This is an optimization exercise on Yosys and OpenROAD, whose aim is a short achievable clock period and few clock cycles per item, not a production implementation. Only simulation tests tie the RTL to the original design; equivalence was not proved. No activity file was given, so power comes from the tool's default toggle rates.

### config.mk
export PLATFORM = sky130hd
export DESIGN_NAME = pipelineCpu
export DESIGN_NICKNAME = pipelineCpu
export VERILOG_FILES = /design/flow/design.v
export SDC_FILE = /design/flow/constraint.sdc
export NUM_CORES = 4
export LEC_CHECK = 0
export CAP_MARGIN = 20
export CORE_MARGIN = 2
export CORE_UTILIZATION = 60
export SETUP_SLACK_MARGIN = 4.2
export SLEW_MARGIN = 20
### constraint.sdc
create_clock -name core_clock -period 6.2 [get_ports {CLK}]
set_input_delay 1.2400 -clock core_clock [delete_from_list [all_inputs] [get_ports {CLK}]]
set_output_delay 1.2400 -clock core_clock [all_outputs]
set_load 0.01 [all_outputs]
### design.v
package cpuPkg;
	localparam int dataWidth = 16;
	localparam int regCount = 8;
	localparam int regIdxWidth = $clog2(regCount);
	typedef logic [dataWidth-1:0] wordT;
	typedef logic [regIdxWidth-1:0] regIdxT;
	localparam int opcodeMsb = 15;
	localparam int opcodeLsb = 11;
	localparam int opcodeWidth = opcodeMsb - opcodeLsb + 1;
	localparam int rxMsb = 10;
	localparam int rxLsb = 8;
	localparam int ryMsb = 7;
	localparam int ryLsb = 5;
	localparam int rzMsb = 4;
	localparam int rzLsb = 2;
	localparam int imm8Width = 8;
	localparam int imm5Width = 5;
	localparam int imm11Width = 11;
	typedef enum logic [opcodeWidth-1:0] {
		opNop   = 5'd0,
		opAddu  = 5'd1,
		opSubu  = 5'd2,
		opAnd   = 5'd3,
		opOr    = 5'd4,
		opSlt   = 5'd5,
		opAddiu = 5'd6,
		opLi    = 5'd7,
		opLw    = 5'd8,
		opSw    = 5'd9,
		opBeqz  = 5'd10,
		opBnez  = 5'd11,
		opB     = 5'd12,
		opJr    = 5'd13
	} opcodeT;
	localparam wordT nopWord = '0;
endpackage
module ksAdd16 (
	input  logic [15:0] a,
	input  logic [15:0] b,
	input  logic        ci,
	output logic [15:0] y
);
	logic [15:0] p0;
	logic [15:0] g0;
	logic [15:0] p1;
	logic [15:0] g1;
	logic [15:0] p2;
	logic [15:0] g2;
	logic [15:0] p3;
	logic [15:0] g3;
	logic [15:0] g4;
	logic [15:0] c;
	assign p0 = a ^ b;
	assign g0 = (a & b) | {15'd0, p0[0] & ci};
	always_comb
	begin
		for (int i = 0; i < 16; i++)
		begin
			if (i >= 1)
			begin
				g1[i] = g0[i] | (p0[i] & g0[i-1]);
				p1[i] = p0[i] & p0[i-1];
			end
			else
			begin
				g1[i] = g0[i];
				p1[i] = p0[i];
			end
		end
		for (int i = 0; i < 16; i++)
		begin
			if (i >= 2)
			begin
				g2[i] = g1[i] | (p1[i] & g1[i-2]);
				p2[i] = p1[i] & p1[i-2];
			end
			else
			begin
				g2[i] = g1[i];
				p2[i] = p1[i];
			end
		end
		for (int i = 0; i < 16; i++)
		begin
			if (i >= 4)
			begin
				g3[i] = g2[i] | (p2[i] & g2[i-4]);
				p3[i] = p2[i] & p2[i-4];
			end
			else
			begin
				g3[i] = g2[i];
				p3[i] = p2[i];
			end
		end
		for (int i = 0; i < 16; i++)
		begin
			if (i >= 8)
				g4[i] = g3[i] | (p3[i] & g3[i-8]);
			else
				g4[i] = g3[i];
		end
	end
	assign c = {g4[14:0], ci};
	assign y = p0 ^ c;
endmodule
module pipelineCpu (
	input  logic           CLK,
	input  logic           RST,
	output cpuPkg::wordT   imemAddr,
	input  cpuPkg::wordT   imemData,
	output cpuPkg::wordT   dmemAddr,
	output cpuPkg::wordT   dmemWData,
	output logic           dmemRead,
	output logic           dmemWrite,
	input  cpuPkg::wordT   dmemRData,
	output logic           wbValid,
	output cpuPkg::regIdxT wbReg,
	output cpuPkg::wordT   wbData
);
	logic [15:0] pc;
	logic [2:0]  liReg;
	logic [7:0]  liImm;
	logic [1:0]  bpCtr [16];
	logic        fdValid;
	logic [15:0] fdInstr;
	logic [15:0] fdPcInc;
	logic [7:0]  fdJrTarget;
	logic        fdPredT;
	logic [3:0]  fdBpIdx;
	logic [15:0] fdRxVal;
	logic [15:0] fdRyVal;
	logic        fdRxZero;
	logic        fdPUseRx;
	logic        fdPUseRy;
	logic        fdPRegWrite;
	logic [2:0]  fdPDest;
	logic        fdPIsLi;
	logic        fdPCondNz;
	logic        fdPBnez;
	logic [15:0] fdNegImm;
	logic        fdRxHitE;
	logic        fdRxHitM;
	logic        fdRxHitW;
	logic        fdPIsAddiu;
	logic        fdRyHitE;
	logic        deRegWrite;
	logic        deIsLoad;
	logic        deIsStore;
	logic        deIsCond;
	logic        deBpUpd;
	logic        deIsJr;
	logic        deOpAdd;
	logic        deOpSub;
	logic        deOpAnd;
	logic        deOpOr;
	logic        deOpSlt;
	logic        deFwdAEm;
	logic        deFwdAMw;
	logic        deFwdBEm;
	logic        deFwdBMw;
	logic        deFwdSEm;
	logic        deFwdSMw;
	logic        deBeqz;
	logic        deBwd;
	logic        dePredT;
	logic [3:0]  deBpIdx;
	logic [15:0] deAVal;
	logic [15:0] deBVal;
	logic [15:0] deSVal;
	logic [2:0]  deDest;
	logic [15:0] deTarget;
	logic [15:0] deAltPc;
	logic        emRegWrite;
	logic        emIsLoad;
	logic        emIsStore;
	logic [15:0] emResult;
	logic        emZeroQ;
	logic [15:0] emAddr;
	logic        emSelLoad;
	logic [15:0] emStoreData;
	logic [2:0]  emDest;
	logic        mwRegWrite;
	logic        wbValidN;
	logic [15:0] mwResult;
	logic [2:0]  mwDest;
	logic [15:0] mwOutData;
	logic [2:0]  mwOutDest;
	logic [15:0] regs [8];
	logic [7:0]  regZero;
	logic        mwZero;
	logic        deAZero;
	logic        deAEqT;
	logic        deIsAddImm;
	logic        deIsLi;
	logic        deJrEqEm;
	logic        deJrEqMw;
	logic        deAEqNeg;
	logic        exResZero;
	logic        stall;
	logic        redirect;
	logic [15:0] redirPc;
	logic        dRedirect;
	logic [15:0] dRedirPc;
	logic [4:0]  fOp;
	logic        fIsB;
	logic        fIsCond;
	logic        fIsJr;
	logic        fIsLi;
	logic        fJrHit;
	logic        fFlip;
	logic        fPredT;
	logic [15:0] pcInc;
	logic [15:0] fTarget8;
	logic [15:0] fTarget11;
	logic [15:0] fTarget;
	logic [15:0] nextPc;
	logic [15:0] pcOutN;
	assign imemAddr = ~pcOutN;
	assign pcInc = pc + 16'd1;
	assign fOp = imemData[15:11];
	assign fIsB = fOp == 5'd12;
	assign fIsCond = fOp == 5'd10 || fOp == 5'd11;
	assign fIsJr = fOp == 5'd13;
	assign fIsLi = fOp == 5'd7;
	assign fJrHit = fIsJr && imemData[10:8] == liReg;
	assign fFlip = bpCtr[pc[3:0]][1];
	logic [8:0]  lo8;
	logic [11:0] lo11;
	logic [7:0]  hi8Up;
	logic [7:0]  hi8Down;
	logic [4:0]  hi5Up;
	logic [4:0]  hi5Down;
	logic [7:0]  hi8;
	logic [4:0]  hi5;
	logic        takePred;
	logic [15:0] basePc;
	assign hi8Up = pc[15:8] + 8'd1;
	assign hi8Down = pc[15:8] - 8'd1;
	assign hi5Up = pc[15:11] + 5'd1;
	assign hi5Down = pc[15:11] - 5'd1;
	assign lo8 = {1'b0, pc[7:0]} + {1'b0, imemData[7:0]} + 9'd1;
	assign lo11 = {1'b0, pc[10:0]} + {1'b0, imemData[10:0]} + 12'd1;
	always_comb
	begin
		case ({lo8[8], imemData[7]})
			2'b10:   hi8 = hi8Up;
			2'b01:   hi8 = hi8Down;
			default: hi8 = pc[15:8];
		endcase
		case ({lo11[11], imemData[10]})
			2'b10:   hi5 = hi5Up;
			2'b01:   hi5 = hi5Down;
			default: hi5 = pc[15:11];
		endcase
	end
	assign fTarget8 = {hi8, lo8[7:0]};
	assign fTarget11 = {hi5, lo11[10:0]};
	assign fTarget = fIsB ? fTarget11 : (fIsJr ? {8'h00, liImm} : fTarget8);
	assign basePc = redirect ? redirPc : (dRedirect ? dRedirPc : (stall ? pc : pcInc));
	assign takePred = fPredT && !redirect && !dRedirect && !stall;
	assign nextPc = takePred ? fTarget : basePc;
	always_ff @(posedge CLK or negedge RST)
	begin
		if (!RST)
		begin
			pc <= '0;
			pcOutN <= 16'hffff;
			liReg <= '0;
			liImm <= '0;
			fdValid <= 1'b0;
		end
		else
		begin
			pc <= nextPc;
			pcOutN <= ~nextPc;
			if (fIsLi)
			begin
				liReg <= imemData[10:8];
				liImm <= imemData[7:0];
			end
			if (redirect || dRedirect)
				fdValid <= 1'b0;
			else if (!stall)
				fdValid <= 1'b1;
		end
	end
	logic [2:0]  fRx;
	logic [2:0]  fRy;
	assign fRx = imemData[10:8];
	assign fRy = imemData[7:5];
	logic        pRegOp;
	assign pRegOp = fOp >= 5'd1 && fOp <= 5'd5;
	always_ff @(posedge CLK)
	begin
		if (stall)
		begin
			fdRxVal <= dRxVal;
			fdRyVal <= dRyVal;
			fdRxZero <= dRxZero;
		end
		else
		begin
			fdRxVal <= (mwRegWrite && mwDest == fRx) ? mwResult : regs[fRx];
			fdRyVal <= (mwRegWrite && mwDest == fRy) ? mwResult : regs[fRy];
			fdRxZero <= (mwRegWrite && mwDest == fRx) ? mwZero : regZero[fRx];
		end
	end
	always_ff @(posedge CLK)
	begin
		if (!stall)
		begin
			fdInstr <= imemData;
			fdPUseRx <= pRegOp || fOp == 5'd6 || fOp == 5'd8 || fOp == 5'd9 || fOp == 5'd10 ||
				fOp == 5'd11 || fOp == 5'd13;
			fdPUseRy <= pRegOp || fOp == 5'd9;
			fdPRegWrite <= pRegOp || fOp == 5'd6 || fOp == 5'd7 || fOp == 5'd8;
			fdPDest <= pRegOp ? imemData[4:2] : (fOp == 5'd8 ? imemData[7:5] : imemData[10:8]);
			fdPIsLi <= fOp == 5'd7;
			fdPCondNz <= fIsCond && imemData[7:0] != 8'd0;
			fdPBnez <= fOp == 5'd11;
			fdPIsAddiu <= fOp == 5'd6;
			fdNegImm <= -{{8{imemData[7]}}, imemData[7:0]};
			fdPcInc <= pcInc;
			fdJrTarget <= liImm;
			fdPredT <= fPredT;
			fdBpIdx <= pc[3:0];
		end
	end
	logic [4:0]  dOp;
	logic [2:0]  dRx;
	logic [2:0]  dRy;
	logic [2:0]  dRz;
	logic        dRegOp;
	logic        dSrcImm;
	logic        dIsLi;
	logic        dUseRx;
	logic        dUseRy;
	logic        dRegWrite;
	logic [2:0]  dDest;
	logic [15:0] dImm;
	logic [15:0] dRxVal;
	logic [15:0] dRyVal;
	logic        dRxEm;
	logic        dRxMw;
	logic        dRyEm;
	logic        dRyMw;
	assign dOp = fdValid ? fdInstr[15:11] : 5'd0;
	assign dRx = fdInstr[10:8];
	assign dRy = fdInstr[7:5];
	assign dRz = fdInstr[4:2];
	assign dRegOp = dOp >= 5'd1 && dOp <= 5'd5;
	assign dSrcImm = dOp == 5'd6 || dOp == 5'd7 || dOp == 5'd8 || dOp == 5'd9;
	assign dIsLi = fdValid && fdPIsLi;
	assign dUseRx = fdValid && fdPUseRx;
	assign dUseRy = fdValid && fdPUseRy;
	assign dRegWrite = fdValid && fdPRegWrite;
	assign dDest = fdPDest;
	always_comb
	begin
		case (dOp)
			5'd6:       dImm = {{8{fdInstr[7]}}, fdInstr[7:0]};
			5'd7:       dImm = {8'h00, fdInstr[7:0]};
			default:    dImm = {{11{fdInstr[4]}}, fdInstr[4:0]};
		endcase
	end
	assign dRxVal = fdRxHitW ? mwResult : fdRxVal;
	assign dRyVal = (mwRegWrite && mwDest == dRy) ? mwResult : fdRyVal;
	assign dRxEm = fdRxHitE;
	assign dRxMw = !fdRxHitE && fdRxHitM;
	assign dRyEm = deRegWrite && deDest == dRy;
	assign dRyMw = !dRyEm && emRegWrite && emDest == dRy;
	logic [15:0] dTarget;
	logic [15:0] dOffset;
	assign dOffset = (fdInstr[15:11] == 5'd12) ? {{5{fdInstr[10]}}, fdInstr[10:0]} :
		{{8{fdInstr[7]}}, fdInstr[7:0]};
	assign dTarget = (fdInstr[15:11] == 5'd13) ? {8'h00, fdJrTarget} : fdPcInc + dOffset;
	logic        dIsCondNz;
	logic        dEmHit;
	logic        dCanResolve;
	logic        dZero;
	logic        dActualT;
	assign dIsCondNz = fdValid && fdPCondNz;
	assign dEmHit = fdRxHitM;
	assign dCanResolve = dIsCondNz &&
		(dRxEm ? (deIsAddImm && !deFwdAEm && !deFwdAMw) : !(dEmHit && emSelLoad));
	logic        emZero;
	logic        dRxZero;
	assign emZero = emZeroQ;
	assign dRxZero = fdRxHitW ? mwZero : fdRxZero;
	assign dZero = dRxEm ? exResZero : (dEmHit ? emZero : dRxZero);
	assign dActualT = fdPBnez ? !dZero : dZero;
	assign dRedirect = dCanResolve && (dActualT != fdPredT) && !redirect;
	logic [15:0] dCondTarget;
	assign dCondTarget = fdPcInc + {{8{fdInstr[7]}}, fdInstr[7:0]};
	assign dRedirPc = fdPredT ? fdPcInc : dCondTarget;
	logic        dResKnown;
	logic        dResZero;
	logic        fOnD;
	assign dResKnown = dIsLi || (fdValid && fdPIsAddiu && !dRxEm && !dRxMw);
	assign dResZero = fdPIsLi ? (fdInstr[7:0] == 8'd0) :
		(fdRxHitW ? (mwResult == fdNegImm) : (fdRxVal == fdNegImm));
	assign fOnD = dResKnown && fdPDest == imemData[10:8];
	assign fPredT = fIsB || fJrHit ||
		(fIsCond && (fOnD ? (imemData[11] ^ dResZero) : (imemData[7] ^ fFlip)));
	assign stall = deIsLoad && ((dUseRx && fdRxHitE) || (dUseRy && fdRyHitE));
	always_ff @(posedge CLK)
	begin
		if (stall)
		begin
			fdRxHitE <= 1'b0;
			fdRyHitE <= 1'b0;
			fdRxHitM <= fdRxHitE;
			fdRxHitW <= fdRxHitM;
		end
		else
		begin
			fdRxHitE <= dRegWrite && dDest == imemData[10:8];
			fdRyHitE <= dRegWrite && dDest == imemData[7:5];
			fdRxHitM <= deRegWrite && deDest == imemData[10:8];
			fdRxHitW <= emRegWrite && emDest == imemData[10:8];
		end
	end
	always_ff @(posedge CLK or negedge RST)
	begin
		if (!RST)
		begin
			deRegWrite <= 1'b0;
			deIsLoad <= 1'b0;
			deIsStore <= 1'b0;
			deIsCond <= 1'b0;
			deIsJr <= 1'b0;
			deOpAdd <= 1'b0;
			deOpSub <= 1'b0;
			deOpAnd <= 1'b0;
			deOpOr <= 1'b0;
			deOpSlt <= 1'b0;
			deBpUpd <= 1'b0;
			deIsAddImm <= 1'b0;
			deIsLi <= 1'b0;
		end
		else if (redirect || stall)
		begin
			deRegWrite <= 1'b0;
			deIsLoad <= 1'b0;
			deIsStore <= 1'b0;
			deIsCond <= 1'b0;
			deIsJr <= 1'b0;
			deOpAdd <= 1'b0;
			deOpSub <= 1'b0;
			deOpAnd <= 1'b0;
			deOpOr <= 1'b0;
			deOpSlt <= 1'b0;
			deBpUpd <= 1'b0;
			deIsAddImm <= 1'b0;
			deIsLi <= 1'b0;
		end
		else
		begin
			deIsAddImm <= dOp == 5'd6 || dOp == 5'd7;
			deIsLi <= dIsLi;
			deRegWrite <= dRegWrite;
			deIsLoad <= dOp == 5'd8;
			deIsStore <= dOp == 5'd9;
			deIsCond <= dIsCondNz && !dCanResolve;
			deBpUpd <= dIsCondNz;
			deIsJr <= dOp == 5'd13;
			deOpAdd <= dOp == 5'd1 || dSrcImm;
			deOpSub <= dOp == 5'd2;
			deOpAnd <= dOp == 5'd3;
			deOpOr <= dOp == 5'd4;
			deOpSlt <= dOp == 5'd5;
		end
	end
	always_ff @(posedge CLK)
	begin
		deFwdAEm <= dRxEm && !dIsLi;
		deFwdAMw <= dRxMw && !dIsLi;
		deAVal <= (dRxEm || dRxMw || dIsLi) ? 16'd0 : dRxVal;
		deAZero <= dRxZero;
		deAEqT <= dRxVal == {8'h00, fdJrTarget};
		deJrEqEm <= deIsLi && deBVal == {8'h00, fdJrTarget};
		deJrEqMw <= emResult == {8'h00, fdJrTarget};
		deAEqNeg <= dResZero;
		deFwdBEm <= dRyEm && !dSrcImm;
		deFwdBMw <= dRyMw && !dSrcImm;
		deBVal <= dSrcImm ? dImm : ((dRyEm || dRyMw) ? 16'd0 : dRyVal);
		deFwdSEm <= dRyEm;
		deFwdSMw <= dRyMw;
		deSVal <= (dRyEm || dRyMw) ? 16'd0 : dRyVal;
		deBeqz <= fdInstr[11] == 1'b0;
		deBwd <= fdInstr[7];
		dePredT <= fdPredT;
		deBpIdx <= fdBpIdx;
		deDest <= dDest;
		deTarget <= dTarget;
		deAltPc <= fdPredT ? fdPcInc : dTarget;
	end
	logic [15:0] opA;
	logic [15:0] opB;
	logic [15:0] storeVal;
	logic [15:0] sum;
	logic [15:0] diff;
	logic        lt;
	logic [15:0] aluResult;
	logic        aZero;
	logic        actualT;
	logic        mispCond;
	logic        mispJr;
	assign opA = ({16{deFwdAEm}} & emResult) | ({16{deFwdAMw}} & mwResult) | deAVal;
	assign opB = ({16{deFwdBEm}} & emResult) | ({16{deFwdBMw}} & mwResult) | deBVal;
	assign storeVal = ({16{deFwdSEm}} & emResult) | ({16{deFwdSMw}} & mwResult) | deSVal;
	ksAdd16 sumAdd (.a(opA), .b(opB), .ci(1'b0), .y(sum));
	ksAdd16 diffAdd (.a(opA), .b(~opB), .ci(1'b1), .y(diff));
	assign lt = (opA[15] != opB[15]) ? opA[15] : diff[15];
	assign aluResult = ({16{deOpAdd}} & sum) | ({16{deOpSub}} & diff) |
		({16{deOpAnd}} & (opA & opB)) | ({16{deOpOr}} & (opA | opB)) |
		{15'd0, deOpSlt & lt};
	logic        jrOk;
	assign aZero = deFwdAEm ? emZero : (deFwdAMw ? mwZero : deAZero);
	logic        addZero;
	logic        subZero;
	logic        andZero;
	logic        orZero;
	logic        resZero;
	assign addZero = (opA ^ opB) == {opA[14:0] | opB[14:0], 1'b0};
	assign subZero = opA == opB;
	assign andZero = (opA & opB) == 16'd0;
	assign orZero = (opA | opB) == 16'd0;
	assign resZero = (deOpAdd && addZero) || (deOpSub && subZero) || (deOpAnd && andZero) ||
		(deOpOr && orZero) || (deOpSlt && !lt);
	assign jrOk = deFwdAEm ? deJrEqEm : (deFwdAMw ? deJrEqMw : deAEqT);
	assign actualT = deBeqz ? aZero : !aZero;
	assign mispCond = deIsCond && (actualT != dePredT);
	assign mispJr = deIsJr && (!dePredT || !jrOk);
	assign exResZero = deAEqNeg;
	assign redirect = mispCond || mispJr;
	assign redirPc = deIsJr ? opA : deAltPc;
	logic        bpUpd;
	logic        bpWrong;
	logic [3:0]  bpIdx;
	always_ff @(posedge CLK or negedge RST)
	begin
		if (!RST)
			bpUpd <= 1'b0;
		else
			bpUpd <= deBpUpd;
	end
	always_ff @(posedge CLK)
	begin
		bpWrong <= actualT != deBwd;
		bpIdx <= deBpIdx;
	end
	always_ff @(posedge CLK or negedge RST)
	begin
		if (!RST)
		begin
			for (int i = 0; i < 16; i++)
				bpCtr[i] <= 2'd0;
		end
		else if (bpUpd)
		begin
			if (bpWrong)
			begin
				if (bpCtr[bpIdx] != 2'd3)
					bpCtr[bpIdx] <= bpCtr[bpIdx] + 2'd1;
			end
			else if (bpCtr[bpIdx] != 2'd0)
				bpCtr[bpIdx] <= bpCtr[bpIdx] - 2'd1;
		end
	end
	always_ff @(posedge CLK or negedge RST)
	begin
		if (!RST)
		begin
			emRegWrite <= 1'b0;
			emIsLoad <= 1'b0;
			emIsStore <= 1'b0;
		end
		else
		begin
			emRegWrite <= deRegWrite;
			emIsLoad <= deIsLoad;
			emIsStore <= deIsStore;
		end
	end
	always_ff @(posedge CLK)
	begin
		emResult <= aluResult;
		emZeroQ <= resZero;
		emAddr <= sum;
		emSelLoad <= deIsLoad;
		emStoreData <= storeVal;
		emDest <= deDest;
	end
	assign dmemAddr = emAddr;
	assign dmemWData = emStoreData;
	assign dmemRead = emIsLoad;
	assign dmemWrite = emIsStore;
	always_ff @(posedge CLK or negedge RST)
	begin
		if (!RST)
		begin
			mwRegWrite <= 1'b0;
			wbValidN <= 1'b1;
		end
		else
		begin
			mwRegWrite <= emRegWrite;
			wbValidN <= ~emRegWrite;
		end
	end
	always_ff @(posedge CLK)
	begin
		mwResult <= emSelLoad ? dmemRData : emResult;
		mwZero <= emSelLoad ? (dmemRData == 16'd0) : emZeroQ;
		mwDest <= emDest;
		if (emRegWrite)
		begin
			mwOutData <= emSelLoad ? dmemRData : emResult;
			mwOutDest <= emDest;
		end
	end
	assign wbValid = ~wbValidN;
	assign wbReg = mwOutDest;
	assign wbData = mwOutData;
	always_ff @(posedge CLK or negedge RST)
	begin
		if (!RST)
		begin
			for (int i = 0; i < 8; i++)
				regs[i] <= '0;
		end
		else if (mwRegWrite)
			regs[mwDest] <= mwResult;
	end
	always_ff @(posedge CLK or negedge RST)
	begin
		if (!RST)
			regZero <= 8'hff;
		else if (mwRegWrite)
			regZero[mwDest] <= mwZero;
	end
endmodule
### flow/run.sh
#!/bin/bash
# Standard layout, except that the combinational logic of the standard synthesis is
# mapped again by ABC with a delay-driven script before floorplanning. The standard
# synthesis's registers (cells and instance names) are kept as they are.
set -euo pipefail
W=$(pwd)
F=$W/flow
R=$W/orfs/results/$FLOW_PLATFORM/pipelineCpu/base
LIB=$FLOW_HOME/platforms/$FLOW_PLATFORM/lib/sky130_fd_sc_hd__tt_025C_1v80.lib
YOSYS=$(command -v yosys || true)
if [[ -z "$YOSYS" ]]; then YOSYS=$FLOW_HOME/../tools/install/yosys/bin/yosys; fi

# 1. the standard synthesis
bash standard.sh synth > $W/log_1_synth.txt 2>&1
cp $R/1_2_yosys.v $W/standard_synth.v

# 2. map the combinational logic again; registers stay as instances
SEQ=$(tr '\n' ' ' < $F/seqcells.txt)
DU=$(cat $F/dontuse.txt $F/resyn_avoid.txt | sed "s/^/-dont_use /" | tr "\n" " ")
printf 'set_driving_cell sky130_fd_sc_hd__buf_1\nset_load 5\n' > $W/resyn.constr
cat > $W/resyn.ys <<EOY
read_liberty -ignore_miss_func $LIB
setattr -mod -set keep_hierarchy 1 $SEQ
read_verilog $W/standard_synth.v
hierarchy -top $FLOW_TOP
flatten
opt_clean -purge
abc -script $F/resyn.abc -liberty $LIB $DU -constr $W/resyn.constr
opt_clean -purge
hilomap -singleton -hicell sky130_fd_sc_hd__conb_1 HI -locell sky130_fd_sc_hd__conb_1 LO
insbuf -buf sky130_fd_sc_hd__buf_4 A X
rename -hide w:*.*
opt_clean -purge
select $FLOW_TOP
write_verilog -noattr -nohex -nodec -selected $W/resyn.v
EOY
if ! $YOSYS -l $W/log_2_resynth.txt -q $W/resyn.ys > /dev/null 2>&1; then
  # a simpler script if the first one fails on this netlist
  sed "s#$F/resyn.abc#$F/resyn_safe.abc#" $W/resyn.ys > $W/resyn_safe.ys
  $YOSYS -l $W/log_2_resynth_safe.txt -q $W/resyn_safe.ys > /dev/null 2>&1
fi

# the registers must be the standard synthesis's, instance for instance
regs() { grep -E '^ *sky130_fd_sc_hd__[a-z0-9_]+ ' "$1" | awk '{print $1, $2}' | grep -F -w -f $F/seqcells.txt | sort; }
if ! diff <(regs $W/standard_synth.v) <(regs $W/resyn.v) > $W/log_regdiff.txt; then
  echo "registers differ after remapping" >&2
  exit 1
fi
cp $W/resyn.v $R/1_2_yosys.v
touch $R/1_2_yosys.v

# 3. the rest of the standard layout
bash standard.sh > $W/log_3_layout.txt 2>&1
test -f $W/out/final.def
### flow/dontuse.txt
sky130_fd_sc_hd__lpflow_bleeder_1
sky130_fd_sc_hd__lpflow_clkbufkapwr_1
sky130_fd_sc_hd__lpflow_clkbufkapwr_16
sky130_fd_sc_hd__lpflow_clkbufkapwr_2
sky130_fd_sc_hd__lpflow_clkbufkapwr_4
sky130_fd_sc_hd__lpflow_clkbufkapwr_8
sky130_fd_sc_hd__lpflow_clkinvkapwr_1
sky130_fd_sc_hd__lpflow_clkinvkapwr_16
sky130_fd_sc_hd__lpflow_clkinvkapwr_2
sky130_fd_sc_hd__lpflow_clkinvkapwr_4
sky130_fd_sc_hd__lpflow_clkinvkapwr_8
sky130_fd_sc_hd__lpflow_decapkapwr_12
sky130_fd_sc_hd__lpflow_decapkapwr_3
sky130_fd_sc_hd__lpflow_decapkapwr_4
sky130_fd_sc_hd__lpflow_decapkapwr_6
sky130_fd_sc_hd__lpflow_decapkapwr_8
sky130_fd_sc_hd__lpflow_inputiso0n_1
sky130_fd_sc_hd__lpflow_inputiso0p_1
sky130_fd_sc_hd__lpflow_inputiso1n_1
sky130_fd_sc_hd__lpflow_inputiso1p_1
sky130_fd_sc_hd__lpflow_inputisolatch_1
sky130_fd_sc_hd__lpflow_isobufsrc_1
sky130_fd_sc_hd__lpflow_isobufsrc_16
sky130_fd_sc_hd__lpflow_isobufsrc_2
sky130_fd_sc_hd__lpflow_isobufsrc_4
sky130_fd_sc_hd__lpflow_isobufsrc_8
sky130_fd_sc_hd__lpflow_isobufsrckapwr_16
sky130_fd_sc_hd__lpflow_lsbuf_lh_hl_isowell_tap_1
sky130_fd_sc_hd__lpflow_lsbuf_lh_hl_isowell_tap_2
sky130_fd_sc_hd__lpflow_lsbuf_lh_hl_isowell_tap_4
sky130_fd_sc_hd__lpflow_lsbuf_lh_isowell_4
sky130_fd_sc_hd__lpflow_lsbuf_lh_isowell_tap_1
sky130_fd_sc_hd__lpflow_lsbuf_lh_isowell_tap_2
sky130_fd_sc_hd__lpflow_lsbuf_lh_isowell_tap_4
sky130_fd_sc_hd__probe_p_8
sky130_fd_sc_hd__probec_p_8
### flow/resyn.abc
strash
dch
map -D 1000
topo
buffer -c
topo
upsize -c
dnsize -c
### flow/resyn_avoid.txt
sky130_fd_sc_hd__dlygate4sd1_1
sky130_fd_sc_hd__dlygate4sd2_1
sky130_fd_sc_hd__dlygate4sd3_1
sky130_fd_sc_hd__dlymetal6s2s_1
sky130_fd_sc_hd__dlymetal6s4s_1
sky130_fd_sc_hd__dlymetal6s6s_1
sky130_fd_sc_hd__clkdlybuf4s15_1
sky130_fd_sc_hd__clkdlybuf4s15_2
sky130_fd_sc_hd__clkdlybuf4s18_1
sky130_fd_sc_hd__clkdlybuf4s18_2
sky130_fd_sc_hd__clkdlybuf4s25_1
sky130_fd_sc_hd__clkdlybuf4s25_2
sky130_fd_sc_hd__clkdlybuf4s50_1
sky130_fd_sc_hd__clkdlybuf4s50_2
### flow/resyn_safe.abc
strash
dch
map -D 1000
### flow/seqcells.txt
sky130_fd_sc_hd__dfbbn_1
sky130_fd_sc_hd__dfbbn_2
sky130_fd_sc_hd__dfbbp_1
sky130_fd_sc_hd__dfrbp_1
sky130_fd_sc_hd__dfrbp_2
sky130_fd_sc_hd__dfrtn_1
sky130_fd_sc_hd__dfrtp_1
sky130_fd_sc_hd__dfrtp_2
sky130_fd_sc_hd__dfrtp_4
sky130_fd_sc_hd__dfsbp_1
sky130_fd_sc_hd__dfsbp_2
sky130_fd_sc_hd__dfstp_1
sky130_fd_sc_hd__dfstp_2
sky130_fd_sc_hd__dfstp_4
sky130_fd_sc_hd__dfxbp_1
sky130_fd_sc_hd__dfxbp_2
sky130_fd_sc_hd__dfxtp_1
sky130_fd_sc_hd__dfxtp_2
sky130_fd_sc_hd__dfxtp_4
sky130_fd_sc_hd__dlclkp_1
sky130_fd_sc_hd__dlclkp_2
sky130_fd_sc_hd__dlclkp_4
sky130_fd_sc_hd__dlrbn_1
sky130_fd_sc_hd__dlrbn_2
sky130_fd_sc_hd__dlrbp_1
sky130_fd_sc_hd__dlrbp_2
sky130_fd_sc_hd__dlrtn_1
sky130_fd_sc_hd__dlrtn_2
sky130_fd_sc_hd__dlrtn_4
sky130_fd_sc_hd__dlrtp_1
sky130_fd_sc_hd__dlrtp_2
sky130_fd_sc_hd__dlrtp_4
sky130_fd_sc_hd__dlxbn_1
sky130_fd_sc_hd__dlxbn_2
sky130_fd_sc_hd__dlxbp_1
sky130_fd_sc_hd__dlxtn_1
sky130_fd_sc_hd__dlxtn_2
sky130_fd_sc_hd__dlxtn_4
sky130_fd_sc_hd__dlxtp_1
sky130_fd_sc_hd__edfxbp_1
sky130_fd_sc_hd__edfxtp_1
sky130_fd_sc_hd__lpflow_inputisolatch_1
sky130_fd_sc_hd__sdfbbn_1
sky130_fd_sc_hd__sdfbbn_2
sky130_fd_sc_hd__sdfbbp_1
sky130_fd_sc_hd__sdfrbp_1
sky130_fd_sc_hd__sdfrbp_2
sky130_fd_sc_hd__sdfrtn_1
sky130_fd_sc_hd__sdfrtp_1
sky130_fd_sc_hd__sdfrtp_2
sky130_fd_sc_hd__sdfrtp_4
sky130_fd_sc_hd__sdfsbp_1
sky130_fd_sc_hd__sdfsbp_2
sky130_fd_sc_hd__sdfstp_1
sky130_fd_sc_hd__sdfstp_2
sky130_fd_sc_hd__sdfstp_4
sky130_fd_sc_hd__sdfxbp_1
sky130_fd_sc_hd__sdfxbp_2
sky130_fd_sc_hd__sdfxtp_1
sky130_fd_sc_hd__sdfxtp_2
sky130_fd_sc_hd__sdfxtp_4
sky130_fd_sc_hd__sdlclkp_1
sky130_fd_sc_hd__sdlclkp_2
sky130_fd_sc_hd__sdlclkp_4
sky130_fd_sc_hd__sedfxbp_1
sky130_fd_sc_hd__sedfxbp_2
sky130_fd_sc_hd__sedfxtp_1
sky130_fd_sc_hd__sedfxtp_2
sky130_fd_sc_hd__sedfxtp_4
### standard.sh
#!/bin/bash
# synth_recipe.tcl (not shown) runs the flow's synth.tcl, then flattens the netlist and writes it again
# the make line also repeats each setting of config.mk as NAME=value (left out here)
make -C /OpenROAD-flow-scripts/flow DESIGN_CONFIG=/design/flow/config.mk WORK_HOME=/design/flow/orfs CLKGATE_MAP_FILE= SYNTH_SCRIPT=/design/flow/synth_recipe.tcl "${@:-finish}"
==> tab_implementation.tex, run 1 <==
\begin{tabular}{lr}
\hline
Metric & Value \\
\hline
\multicolumn{2}{l}{\textbf{Place}} \\
Gp weighted congestion & 1.04 \\
Total half-perimeter wirelength after legalization and detailed placement & just over 70 mm \\
Port Buffer Count & about 100 \\
\multicolumn{2}{l}{\textbf{Global route}} \\
Global-route total usage across every layer & 83.5\% \\
Leftover overflow at the end of global routing & $\sim$640 \\
Maximum number of pins on one net before global-route repair & 95 \\
\multicolumn{2}{l}{\textbf{Synthesis}} \\
Number of nets produced by synthesis & 3,422 \\
Mapped Avg Cell Area & slightly below 8 um\^{}2 \\
Number of warning messages in the yosys log & 4 \\
Synth Cell Area & about 0.027 mm\^{}2 \\
Syn Inst Count & 3,388 \\
\multicolumn{2}{l}{\textbf{STA}} \\
Worst Endpoint after GRT Repair & pc[0]\$\_DFF\_PN0\_/D \\
Pin category terminating the worst setup path after the last repair & register input \\
\multicolumn{2}{l}{\textbf{Clock tree}} \\
Clock buffer count from CTS & 54 \\
Clock root buffer & clkbuf\_16 \\
Maximum clock path buffer count & 3 \\
CTS H-tree depth & 2 \\
\multicolumn{2}{l}{\textbf{Run status}} \\
Result of the run & did not finish \\
Failing step & global routing \\
Error Message & [ERROR GRT-0232] Routing congestion too high. Check the congestion heatmap in the GUI. \\
\multicolumn{2}{l}{\textbf{Floorplan}} \\
Number of ports placed on the die boundary & between 100 and 150 \\
Initial Utilization & 60.9\% \\
Die Wd & 216 um \\
Vertical die dimension & $\sim$220 um \\
Number of rows created at floorplan & between 70 and 80 \\
\hline
\end{tabular}
## layer usage
metal / GRT usage (%) / overflow
met4: 84.3 / 223
met1: 82.5 / 39
met3: 72.1 / 38
met5: 46.3 / 6
met2: 96.6 / 329
## worst min path at each step
stage                from  endpoint  slack (ps)  cells after the start
4_1_cts        deBpIdx[1]  bpIdx[1]         330                      0
3_3_place_gp   deBpIdx[1]  bpIdx[1]         310                      0
3_5_place_dp   deBpIdx[1]  bpIdx[1]         320                      0
2_1_floorplan  deBpIdx[3]  bpIdx[3]         310                      0
## power by group through the flow
stage	Combinational (mW)	Sequential [mW]	Clock [mW]
after floorplan	3.30	4.89	0
after global placement	4.36	5.27	0
after CTS	5.65	5.27	3.29
after detailed placement	4.45	5.27	0
## stage by stage
step | std cells | cell area (um^2) | hold slack (ps) | power [mW] | worst slack, ps
3_3_place_gp | 3963 | 28900 | 312 | 9.62 | 1840
3_5_place_dp | 3963 | 28900 | 315 | 9.72 | 1610
2_1_floorplan | 3388 | 28100 | 310 | 8.19 | 3300
4_1_cts | 4382 | 35900 | 327 | 14.2 | 3600
## repair_timing
action                                  in CTS
gates resized for setup                   1075
pin swaps                                  192
setup buffers                              292
hold buffers                                 0
endpoints found under the setup margin     375
gates cloned                                25
endpoints found under the hold margin        0
Testbench counts, summed over its fixed seeds: cycles 10,451, instrs 10,210.
==> run 2, diff against run 1 <==
--- a/config.mk
+++ b/config.mk
@@ -8,5 +8,5 @@
 export CAP_MARGIN = 20
 export CORE_MARGIN = 2
-export CORE_UTILIZATION = 60
+export CORE_UTILIZATION = 50
 export SETUP_SLACK_MARGIN = 4.2
 export SLEW_MARGIN = 20
==> tab_implementation.tex, run 2 <==
\begin{tabular}{lr}
\hline
Metric & Value \\
\hline
\multicolumn{2}{l}{\textbf{Clock tree}} \\
Worst-Skew Late Latency & between 600 and 700 ps \\
Clk sink count & 520 \\
CTS H-tree depth & 2 \\
Post-cts hold buffer count & 0 \\
Maximum clock path buffer count & 3 \\
Clock root buffer & clkbuf\_16 \\
Clock-pin transition on the worst setup and hold timing paths & approximately 60 ps \\
CTS tree & done \\
Clock buffer count from CTS & 57 \\
\multicolumn{2}{l}{\textbf{Detailed routing}} \\
Starting DRT DRC Count & 4,080 \\
Routed wire per std cell & roughly 26 um \\
Residual DRC & 0 \\
Via density & 6.39 \\
Number of vias after detailed routing & $\sim$30,000 \\
Final ANT Viol Nets & 0 \\
Detailed-route wire length & 120 mm \\
Length of the first detailed-routing pass in iterations & 10 \\
\multicolumn{2}{l}{\textbf{STA}} \\
Clk\_skew & about 22 ps \\
Total negative setup slack & 0 ps \\
Final Max Tran Viols & 0 \\
Final critical delay including setup and external delays & around 2600 ps \\
Total setup violations reported at the end of the flow & 0 \\
Slew of the pin with the lowest slew margin & approximately 930 ps \\
Slew Limit Headroom & approximately 38\% \\
Unrepaired setup endpoints after global routing & yes \\
Fmax & 0.382 GHz \\
Final period utilization & a little over two fifths \\
Number of endpoints with negative hold slack in the final report & 0 \\
\multicolumn{2}{l}{\textbf{Finish}} \\
Commonest non-fill, non-tap cell in the layout & nand2\_1 \\
Registers with the most flip-flops & regs (128), bpCtr (32) \\
Register with the most flip-flops & regs \\
Ratio of cells with drive above 1 in the final layout & a little under two fifths \\
Register area & 0.0126 mm\^{}2 \\
Leading cell types in the layout, fill and taps excluded & 511 x nand2\_1, 296 x buf\_4, 281 x inv\_1, 246 x nor2\_1, 210 x o21ai\_0 \\
Layout net count & 3,903 \\
Total non-filler cell area in the finished layout & $\sim$0.039 mm\^{}2 \\
Area growth syn-to-layout & 44.6\% \\
Util after Layout & 72.7\% \\
Number of flip-flops under the largest register name & 128 \\
Multi-input gate area in the final layout & $\sim$0.016 mm\^{}2 \\
Number of inserted filler cells in the final layout & between 3,000 and 4,000 \\
\multicolumn{2}{l}{\textbf{Place}} \\
Post-place instance area & slightly below 0.03 mm\^{}2 \\
Port Buffer Count & around 100 \\
Gp weighted congestion & between 0.9 and 1 \\
Total half-perimeter wirelength after legalization and detailed placement & $\sim$74 mm \\
\multicolumn{2}{l}{\textbf{Global route}} \\
Number of global-route vias before repair & 28,100 \\
Global-route total usage across every layer & slightly above 40\% \\
Initial antenna violation count & 2 \\
Wire length of the first global-routing pass & about 170 mm \\
Leftover overflow at the end of global routing & 0 \\
Maximum number of pins on one net before global-route repair & $\sim$130 \\
\multicolumn{2}{l}{\textbf{Floorplan}} \\
Total Die Area & approximately 0.056 mm\^{}2 \\
Number of ports placed on the die boundary & 104 \\
Die Wd & 236 um \\
Vertical die dimension & about 240 um \\
Number of rows created at floorplan & between 80 and 90 \\
Core area & 0.0535 mm\^{}2 \\
Initial Utilization & $\sim$50\% \\
\multicolumn{2}{l}{\textbf{Worst setup path}} \\
Critical path class & reg2reg \\
Category of the worst setup path launch point & flop \\
Max FO, Critical Path & 8 \\
Data arrival time of the critical path & between 3000 and 4000 ps \\
Endpoint type of the worst setup path & flop \\
Required @ worst endpoint & about 6800 ps \\
R2R cell count & 13 \\
\multicolumn{2}{l}{\textbf{Synthesis}} \\
Syn Inst Count & between 3,000 and 4,000 \\
Number of nets produced by synthesis & 3,422 \\
Mapped Avg Cell Area & 7.94 um\^{}2 \\
Number of warning messages in the yosys log & 4 \\
Synth Cell Area & approximately 0.027 mm\^{}2 \\
\multicolumn{2}{l}{\textbf{Run status}} \\
Result of the run & timing/DRC/antenna clean \\
\multicolumn{2}{l}{\textbf{Worst hold path}} \\
Depth of the worst hold-timing path & 0 \\
Worst min path class & reg2reg \\
\multicolumn{2}{l}{\textbf{Power}} \\
Leakage Power & approximately 16 nW \\
Power density normalized to cell area & slightly above 400 mW/mm\^{}2 \\
Total chip power & 15.7 mW \\
Peak ir drop on the vdd network & roughly 290 uV \\
\multicolumn{2}{l}{\textbf{Job}} \\
Max cap viols & 0 \\
\hline
\end{tabular}
run 2: per-stage QoR:
step,instances,hold slack [ps],setup WS [ps]
after detailed placement,4067,312,1660
final,4617,325,3580
after global routing,4614,333,3520
after CTS,4495,325,3580
after floorplan,3388,310,3300
after global placement,4067,312,1770
run 2: path summary, 6_finish.rpt:
| kind | startpoint | endpoint | slack [ps] |
|---|---|---|---|
| worst min-delay path | deBpIdx[3] | bpIdx[3] | 320 |
| worst min register to register | deBpIdx[3] | bpIdx[3] | 320 |
| worst max-delay path | deFwdAMw | emResult[13] | 3580 |
| max in group asynchronous | RST | pc[10] | 4440 |
| min in group asynchronous | RST | regs[0][10] | 580 |
| worst max register to register | deFwdAMw | emResult[13] | 3580 |
run 2: metal layers:
metal	track usage (%)	wire (um)	vias to the layer above
li1	-	-	12600
met1	52.1	44600	14000
met2	62.5	52400	2179
met3	10.0	14500	637
met4	22.8	8840	0
met5	0	0	-
run 2: final cells by class:
type / instances / share of cell area [%]
Antenna cell: 3 / 0.0193
Multi-Input combinational cell: 2339 / 41.7
Sequential cell: 520 / 32.4
Timing Repair Buffer: 557 / 14.2
Tap cell: 696 / 2.24
Inverter: 390 / 4.48
Clock inverter: 27 / 0.556
Clock buffer: 81 / 4.31
Timing Repair inverter: 4 / 0.106
run 2: timing repair:
item | 4_1_cts | 5_1_grt
hold endpoints to repair | 0 | 0
cloned | 22 | 5
pin swaps | 222 | 187
gates resized for setup | 1109 | 391
setup buffers | 298 | 114
endpoints found under the setup margin | 335 | 430
run 2: power breakdown:
group	internal (mW)	leakage, nW	switching [mW]	total, mW
registers	4.43	5.57	0.934	5.36
logic	2.76	9.76	4.08	6.84
clock network	1.97	0.936	1.52	3.49
run 2: critical path, stage by stage, from the launching register on:
cell	delay [ps]
dfxtp_4	390
buf_16	160
buf_6	120
a221oi_4	350
nand2_2	130
o2111ai_4	260
nand3_2	140
nand3_4	150
a31oi_4	120
buf_6	140
nand3b_1	170
nand2_1	90
a21oi_1	80
a21oi_1	220
==> run 3, diff against run 2 <==
--- a/config.mk
+++ b/config.mk
@@ -8,5 +8,5 @@
 export CAP_MARGIN = 20
 export CORE_MARGIN = 2
-export CORE_UTILIZATION = 50
-export SETUP_SLACK_MARGIN = 4.2
+export CORE_UTILIZATION = 45
+export SETUP_SLACK_MARGIN = 3.8
 export SLEW_MARGIN = 20
==> tab_implementation.tex, run 3 <==
\begin{tabular}{lr}
\hline
Metric & Value \\
\hline
\multicolumn{2}{l}{\textbf{Power}} \\
Leakage Power & 15.0 nW \\
Peak ir drop on the vdd network & approximately 290 uV \\
Cell internal pwr & between 8 and 9 mW \\
Share of total power consumed by net switching & 40.1\% \\
NetSw & around 6 mW \\
Part of the power in the clock network & between 20\% and 30\% \\
Total chip power & approximately 15 mW \\
Comb pwr share & roughly 39\% \\
Portion of total power attributed to sequential cells & around a third \\
Power density normalized to cell area & $\sim$420 mW/mm\^{}2 \\
\multicolumn{2}{l}{\textbf{Place}} \\
Number of placed instances, taps included & just over 4,000 \\
Port Buffer Count & 103 \\
Gp weighted congestion & around 1.0 \\
Total half-perimeter wirelength after legalization and detailed placement & roughly 75 mm \\
\multicolumn{2}{l}{\textbf{Worst setup path}} \\
Data arrival time of the critical path & $\sim$3200 ps \\
Critical path class & reg2reg \\
R2R cell count & 11 \\
Max FO, Critical Path & 8 \\
Category of the worst setup path launch point & flop \\
Required @ worst endpoint & 6720 ps \\
Endpoint type of the worst setup path & flop \\
\multicolumn{2}{l}{\textbf{Finish}} \\
Layout net count & $\sim$3,700 \\
Registers with the most flip-flops & regs (128), bpCtr (32) \\
Commonest non-fill, non-tap cell in the layout & nand2\_1 \\
Count of placed standard cells in the final layout, fillers left out & 4,529 \\
Leading cell types in the layout, fill and taps excluded & 549 x nand2\_1, 301 x inv\_1, 289 x o21ai\_0, 286 x nor2\_1, 238 x buf\_4 \\
Ratio of cells with drive above 1 in the final layout & around 28\% \\
Number of inserted filler cells in the final layout & between 5,000 and 6,000 \\
Area growth syn-to-layout & 31.8\% \\
Number of flip-flops under the largest register name & 128 \\
Register with the most flip-flops & regs \\
Util after Layout & $\sim$60\% \\
\multicolumn{2}{l}{\textbf{STA}} \\
Final period utilization & between 40\% and 50\% \\
Clk\_skew & approximately 32 ps \\
Total negative setup slack & 0 ps \\
Slew of the pin with the lowest slew margin & roughly 940 ps \\
Total setup violations reported at the end of the flow & 0 \\
Final hold slack & around 320 ps \\
Number of endpoints with negative hold slack in the final report & 0 \\
Slew Limit Headroom & 36.9\% \\
Final critical delay including setup and external delays & 2620 ps \\
Unrepaired setup endpoints after global routing & yes \\
Fmax & 0.381 GHz \\
Final Max Tran Viols & 0 \\
\multicolumn{2}{l}{\textbf{Floorplan}} \\
Number of rows created at floorplan & just under 90 \\
Core area & 0.0590 mm\^{}2 \\
Vertical die dimension & $\sim$250 um \\
Initial Utilization & a little under half \\
Die Wd & 249 um \\
Total Die Area & 0.0618 mm\^{}2 \\
Number of ports placed on the die boundary & 104 \\
\multicolumn{2}{l}{\textbf{Worst hold path}} \\
Depth of the worst hold-timing path & 0 \\
Worst min path class & reg2reg \\
\multicolumn{2}{l}{\textbf{Clock tree}} \\
Post-cts hold buffer count & 0 \\
Clock-pin transition on the worst setup and hold timing paths & about 60 ps \\
Worst-Skew Late Latency & $\sim$660 ps \\
CTS tree & done \\
Clock buffer count from CTS & between 50 and 60 \\
Clock root buffer & clkbuf\_16 \\
Maximum clock path buffer count & 3 \\
CTS H-tree depth & 2 \\
Clk sink count & 520 \\
\multicolumn{2}{l}{\textbf{Run status}} \\
Result of the run & timing/DRC/antenna clean \\
\multicolumn{2}{l}{\textbf{Job}} \\
Max cap viols & 0 \\
\multicolumn{2}{l}{\textbf{Global route}} \\
Number of global-route vias before repair & $\sim$26,000 \\
Global-route total usage across every layer & around a third \\
Wire length of the first global-routing pass & 161 mm \\
Initial antenna violation count & 3 \\
Leftover overflow at the end of global routing & 0 \\
Maximum number of pins on one net before global-route repair & between 100 and 150 \\
\multicolumn{2}{l}{\textbf{Detailed routing}} \\
Starting DRT DRC Count & slightly above 3,000 \\
Detailed-route wire length & 110 mm \\
Final ANT Viol Nets & 0 \\
Length of the first detailed-routing pass in iterations & 8 \\
Routed wire per std cell & between 20 and 25 um \\
Number of vias after detailed routing & approximately 28,000 \\
Residual DRC & 0 \\
Via density & 6.09 \\
\multicolumn{2}{l}{\textbf{Synthesis}} \\
Number of warning messages in the yosys log & 4 \\
Mapped Avg Cell Area & roughly 7.9 um\^{}2 \\
Synth Cell Area & $\sim$0.027 mm\^{}2 \\
Number of nets produced by synthesis & 3,422 \\
Syn Inst Count & around 3,400 \\
\hline
\end{tabular}
## run 3: cell count changes in the layout (fill, tap and decap cells not counted), sizes merged
cell | previous run | this run
dlygate4sd2 | 0 | 4
diode | 3 | 1
clkinvlp | 18 | 17
buf | 533 | 371
inv | 371 | 368
bufinv | 2 | 8
bufbuf | 4 | 3
clkdlybuf4s15 | 2 | 0
nor2 | 365 | 361
clkinv | 30 | 32
nand2 | 653 | 651
## run 3: power by group through the flow
stage               Clock (mW)  Combinational [mW]  Sequential, mW
floorplan                    0                3.15            4.88
global placement             0                4.35            5.24
detailed placement           0                4.40            5.25
CTS                       3.85                5.02            5.20
global route              3.99                6.31            5.36
finish                    3.81                5.87            5.28
## run 3: layer usage
layer / wire, um / global-route usage (%) / vias to the layer above
met5: 28 / 0 / -
met4: 4640 / 12.9 / 4
met3: 11300 / 6.72 / 322
li1: - / - / 12300
met1: 44100 / 45.4 / 13300
met2: 50200 / 54.2 / 1618
## run 3: timing repair
action | 4_1_cts | 5_1_grt
gates resized for setup | 730 | 311
endpoints found under the setup margin | 254 | 185
pin swaps | 87 | 121
setup buffers | 157 | 94
gates cloned | 11 | 7
## run 3: layout make-up
cell class | instances | area [um^2] | share of cell area (%)
Timing Repair inverter | 2 | 17.5 | 0.0494
Multi-Input combinational cell | 2333 | 14500 | 40.9
Inverter | 390 | 1680 | 4.73
Tap cell | 773 | 967 | 2.73
Sequential cell | 520 | 12600 | 35.5
Timing Repair Buffer | 400 | 3580 | 10.1
Antenna cell | 1 | 2.50 | 0.00706
Clock buffer | 77 | 1740 | 4.91
Clock inverter | 33 | 393 | 1.11
## run 3: worst max-delay path, cell delays in order (launching register included)
cell	delay, ps
dfrtp_2	510
nor2_2	270
a21oi_1	100
a41o_1	280
o211ai_1	350
nand3_1	180
nand2_2	130
a31oi_4	50
nor2_4	180
buf_6	170
o211ai_1	130
o21a_1	140
## run 3: path summary, 6_finish.rpt
check	from	endpoint	slack [ps]
worst min register to register	deBpIdx[1]	bpIdx[1]	320
max in group asynchronous	RST	regs[3][9]	4160
worst min-delay path	deBpIdx[1]	bpIdx[1]	320
worst max-delay path	pc[0]	pc[4]	3580
min in group asynchronous	RST	bpCtr[14][0]	440
worst max register to register	pc[0]	pc[4]	3580
## run 3: metrics by stage
stage          area, um^2  setup WS (ps)
2_1_floorplan       27400           3300
3_3_place_gp        28700           1810
3_5_place_dp        28700           1720
4_1_cts             33400           3590
5_1_grt             35500           3520
6_report            35500           3580
==> run 4, diff against run 3 <==
--- a/config.mk
+++ b/config.mk
@@ -8,5 +8,5 @@
 export CAP_MARGIN = 20
 export CORE_MARGIN = 2
-export CORE_UTILIZATION = 45
+export CORE_UTILIZATION = 55
 export SETUP_SLACK_MARGIN = 3.8
 export SLEW_MARGIN = 20
==> tab_implementation.tex, run 4 <==
\begin{tabular}{lr}
\hline
Metric & Value \\
\hline
\multicolumn{2}{l}{\textbf{Finish}} \\
Multi-input gate area in the final layout & roughly 0.014 mm\^{}2 \\
Layout net count & between 3,000 and 4,000 \\
Number of flip-flops under the largest register name & between 100 and 150 \\
Leading cell types in the layout, fill and taps excluded & 548 x nand2\_1, 307 x inv\_1, 300 x o21ai\_0, 284 x nor2\_1, 201 x dfrtp\_1 \\
Register area & approximately 0.013 mm\^{}2 \\
Number of inserted filler cells in the final layout & between 3,000 and 4,000 \\
Area growth syn-to-layout & 28.1\% \\
Count of placed standard cells in the final layout, fillers left out & between 4,000 and 5,000 \\
Register with the most flip-flops & regs \\
Commonest non-fill, non-tap cell in the layout & nand2\_1 \\
Registers with the most flip-flops & regs (128), bpCtr (32) \\
Ratio of cells with drive above 1 in the final layout & 25.7\% \\
\multicolumn{2}{l}{\textbf{Synthesis}} \\
Synth Cell Area & between 0.02 and 0.03 mm\^{}2 \\
Mapped Avg Cell Area & a little under 8 um\^{}2 \\
Number of nets produced by synthesis & 3,422 \\
Number of warning messages in the yosys log & 4 \\
Syn Inst Count & 3,388 \\
\multicolumn{2}{l}{\textbf{Worst setup path}} \\
Capturing point of the worst reg2reg path & pc[12] \\
Internal reg-to-reg setup slack & about 3600 ps \\
Required @ worst endpoint & approximately 6700 ps \\
Max FO, Critical Path & 5 \\
Critical path class & in2reg \\
Category of the worst setup path launch point & input port \\
Endpoint type of the worst setup path & flop \\
Data arrival time of the critical path & 3230 ps \\
Startpoint of the worst-slack reg-to-reg timing path & fdRxHitW \\
R2R cell count & 17 \\
\multicolumn{2}{l}{\textbf{Detailed routing}} \\
Number of vias after detailed routing & approximately 28,000 \\
Length of routed met3 wiring & approximately 13 mm \\
Residual DRC & 0 \\
DR top layer & met5 \\
Final ANT Viol Nets & 0 \\
Detailed-route wire length & 109 mm \\
Length of the first detailed-routing pass in iterations & 8 \\
M1 WL & about 40 mm \\
Starting DRT DRC Count & approximately 4,000 \\
Routed length on met2 & 48.4 mm \\
Routed wire per std cell & between 20 and 30 um \\
Via density & about 6.5 \\
\multicolumn{2}{l}{\textbf{STA}} \\
Total negative setup slack & 0 ps \\
Final period utilization & approximately 43\% \\
Number of endpoints with negative hold slack in the final report & 0 \\
Unrepaired setup endpoints after global routing & yes \\
Final Max Tran Viols & 0 \\
Fmax & about 0.37 GHz \\
Slew Limit Headroom & 36.1\% \\
Final hold slack & between 300 and 400 ps \\
Final critical delay including setup and external delays & approximately 2700 ps \\
Total setup violations reported at the end of the flow & 0 \\
Slew of the pin with the lowest slew margin & around 960 ps \\
Clk\_skew & roughly 28 ps \\
\multicolumn{2}{l}{\textbf{Clock tree}} \\
Maximum clock path buffer count & 3 \\
Clock-pin transition on the worst setup and hold timing paths & approximately 60 ps \\
Clk sink count & 520 \\
Post-cts hold buffer count & 0 \\
CTS tree & done \\
Worst-Skew Late Latency & between 600 and 700 ps \\
Clock root buffer & clkbuf\_16 \\
CTS H-tree depth & 2 \\
Clock buffer count from CTS & 56 \\
\multicolumn{2}{l}{\textbf{Place}} \\
Gp weighted congestion & a little over 1 \\
Port Buffer Count & 103 \\
Number of placed instances, taps included & between 3,000 and 4,000 \\
Total half-perimeter wirelength after legalization and detailed placement & 72.7 mm \\
\multicolumn{2}{l}{\textbf{Global route}} \\
Global-route total usage across every layer & roughly two fifths \\
Number of global-route vias before repair & between 20,000 and 30,000 \\
Maximum number of pins on one net before global-route repair & 71 \\
Wire length of the first global-routing pass & 158 mm \\
Leftover overflow at the end of global routing & 0 \\
Initial antenna violation count & 3 \\
\multicolumn{2}{l}{\textbf{Worst hold path}} \\
Worst min path class & reg2reg \\
Hold path startpoint & deBpIdx[1] \\
Depth of the worst hold-timing path & 0 \\
Sink of the worst hold path & bpIdx[1] \\
\multicolumn{2}{l}{\textbf{Floorplan}} \\
Core area & slightly below 0.05 mm\^{}2 \\
Number of ports placed on the die boundary & roughly 100 \\
Vertical die dimension & about 230 um \\
Initial Utilization & a little under three fifths \\
Die Wd & $\sim$230 um \\
Number of rows created at floorplan & 81 \\
Total Die Area & a little over 0.05 mm\^{}2 \\
\multicolumn{2}{l}{\textbf{Power}} \\
Power density normalized to cell area & 425 mW/mm\^{}2 \\
Leakage Power & approximately 15 nW \\
Peak ir drop on the vdd network & between 300 and 400 uV \\
\multicolumn{2}{l}{\textbf{Run status}} \\
Result of the run & timing/DRC/antenna clean \\
\multicolumn{2}{l}{\textbf{Job}} \\
Max cap viols & 0 \\
\hline
\end{tabular}
## run 4: layer usage
metal / vias up / global-route usage, %
met4: 2 / 22.6
met5: - / 0
met1: 13400 / 53.6
met2: 2121 / 64.6
li1: 12200 / -
met3: 549 / 7.51
## run 4: worst max-delay path, stage by stage
cell     delay [ps]
buf_2           220
buf_12          190
xnor2_1         120
and3_1          270
nand2_1         110
nor2_2          210
a31oi_4         140
nor2_4          210
buf_12          170
buf_6           110
a21oi_4          30
a41oi_2         180
## run 4: layout make-up
class / count / share of cell area (%)
multi-input combinational: 2333 / 41.7
tap: 622 / 2.26
antenna: 1 / 0.00726
clock buffer: 86 / 4.84
timing repair buffer: 352 / 9.20
sequential: 520 / 36.5
inverter: 390 / 4.65
clock inverter: 20 / 0.860
## run 4: timing repair
item | 4_1_cts | 5_1_grt
pin swaps | 79 | 109
buffers inserted | 122 | 87
gates cloned | 10 | 1
gates resized for setup | 690 | 293
setup endpoints to repair | 280 | 185
## run 4: metrics by stage
step	util, %	cell area, um^2	power, mW	worst slack [ps]
2_1_floorplan	-	27400	8.03	3300
3_3_place_gp	58.6	28500	9.53	1740
5_1_grt	70.8	34500	15.2	3460
4_1_cts	67.3	32700	13.7	3620
6_report	70.8	34500	14.6	3510
3_5_place_dp	58.6	28500	9.61	1650
## run 4: how the worst max path moves through the flow
stage / slack, ps / endpoint / from
floorplan: 3300 / flop / imemData[0]
global placement: 1740 / pc[10] / imemData[14]
detailed placement: 1650 / pc[10] / imemData[14]
CTS: 3620 / imemAddr[8] / pcOutN[8]
global route: 3460 / pc[14] / fdInstr[6]
finish: 3510 / pc[12] / imemData[9]
## run 4: power by group
| part | switching, mW | internal, mW | leakage [nW] |
|---|---|---|---|
| registers | 0.869 | 4.42 | 5.57 |
| clock network | 1.47 | 2.11 | 0.956 |
| logic | 3.60 | 2.16 | 8.04 |
| total | 5.93 | 8.70 | 14.6 |

## port drivers added, routing unchanged
No port has a modelled driver above. Below, the same layouts with a new extraction and two added sets of constraints.
Step 1 sets driving cells, clkbuf_16 on the clock port and buf_2 on the other inputs (assumed; they add their load-dependent delay and slew).
Step 2 times the ports against the registers' clock, not the clock port: input delays grow and output delays shrink by t, the midpoint of the rising clock arrivals with the driver on.
Three values: ideal, step 1, step 2; two values: the first two.
| run | t (ns) | slack for setup (ns) | hold slack, ns |
|---|---|---|---|
| run 2 | 0.702 | 3.583 / 3.550 / 3.045 | 0.325 / 0.325 / 0.325 |
| run 3 | 0.709 | 3.578 / 3.560 / 2.961 | 0.324 / 0.324 / 0.324 |
| run 4 | 0.690 | 3.513 / 3.551 / 2.862 | 0.324 / 0.324 / 0.324 |
After both steps every run listed still meets setup and hold. For run 4, which loses most, drivers alone change the setup slack by +0.038 ns; drivers and shift together by -0.651 ns.
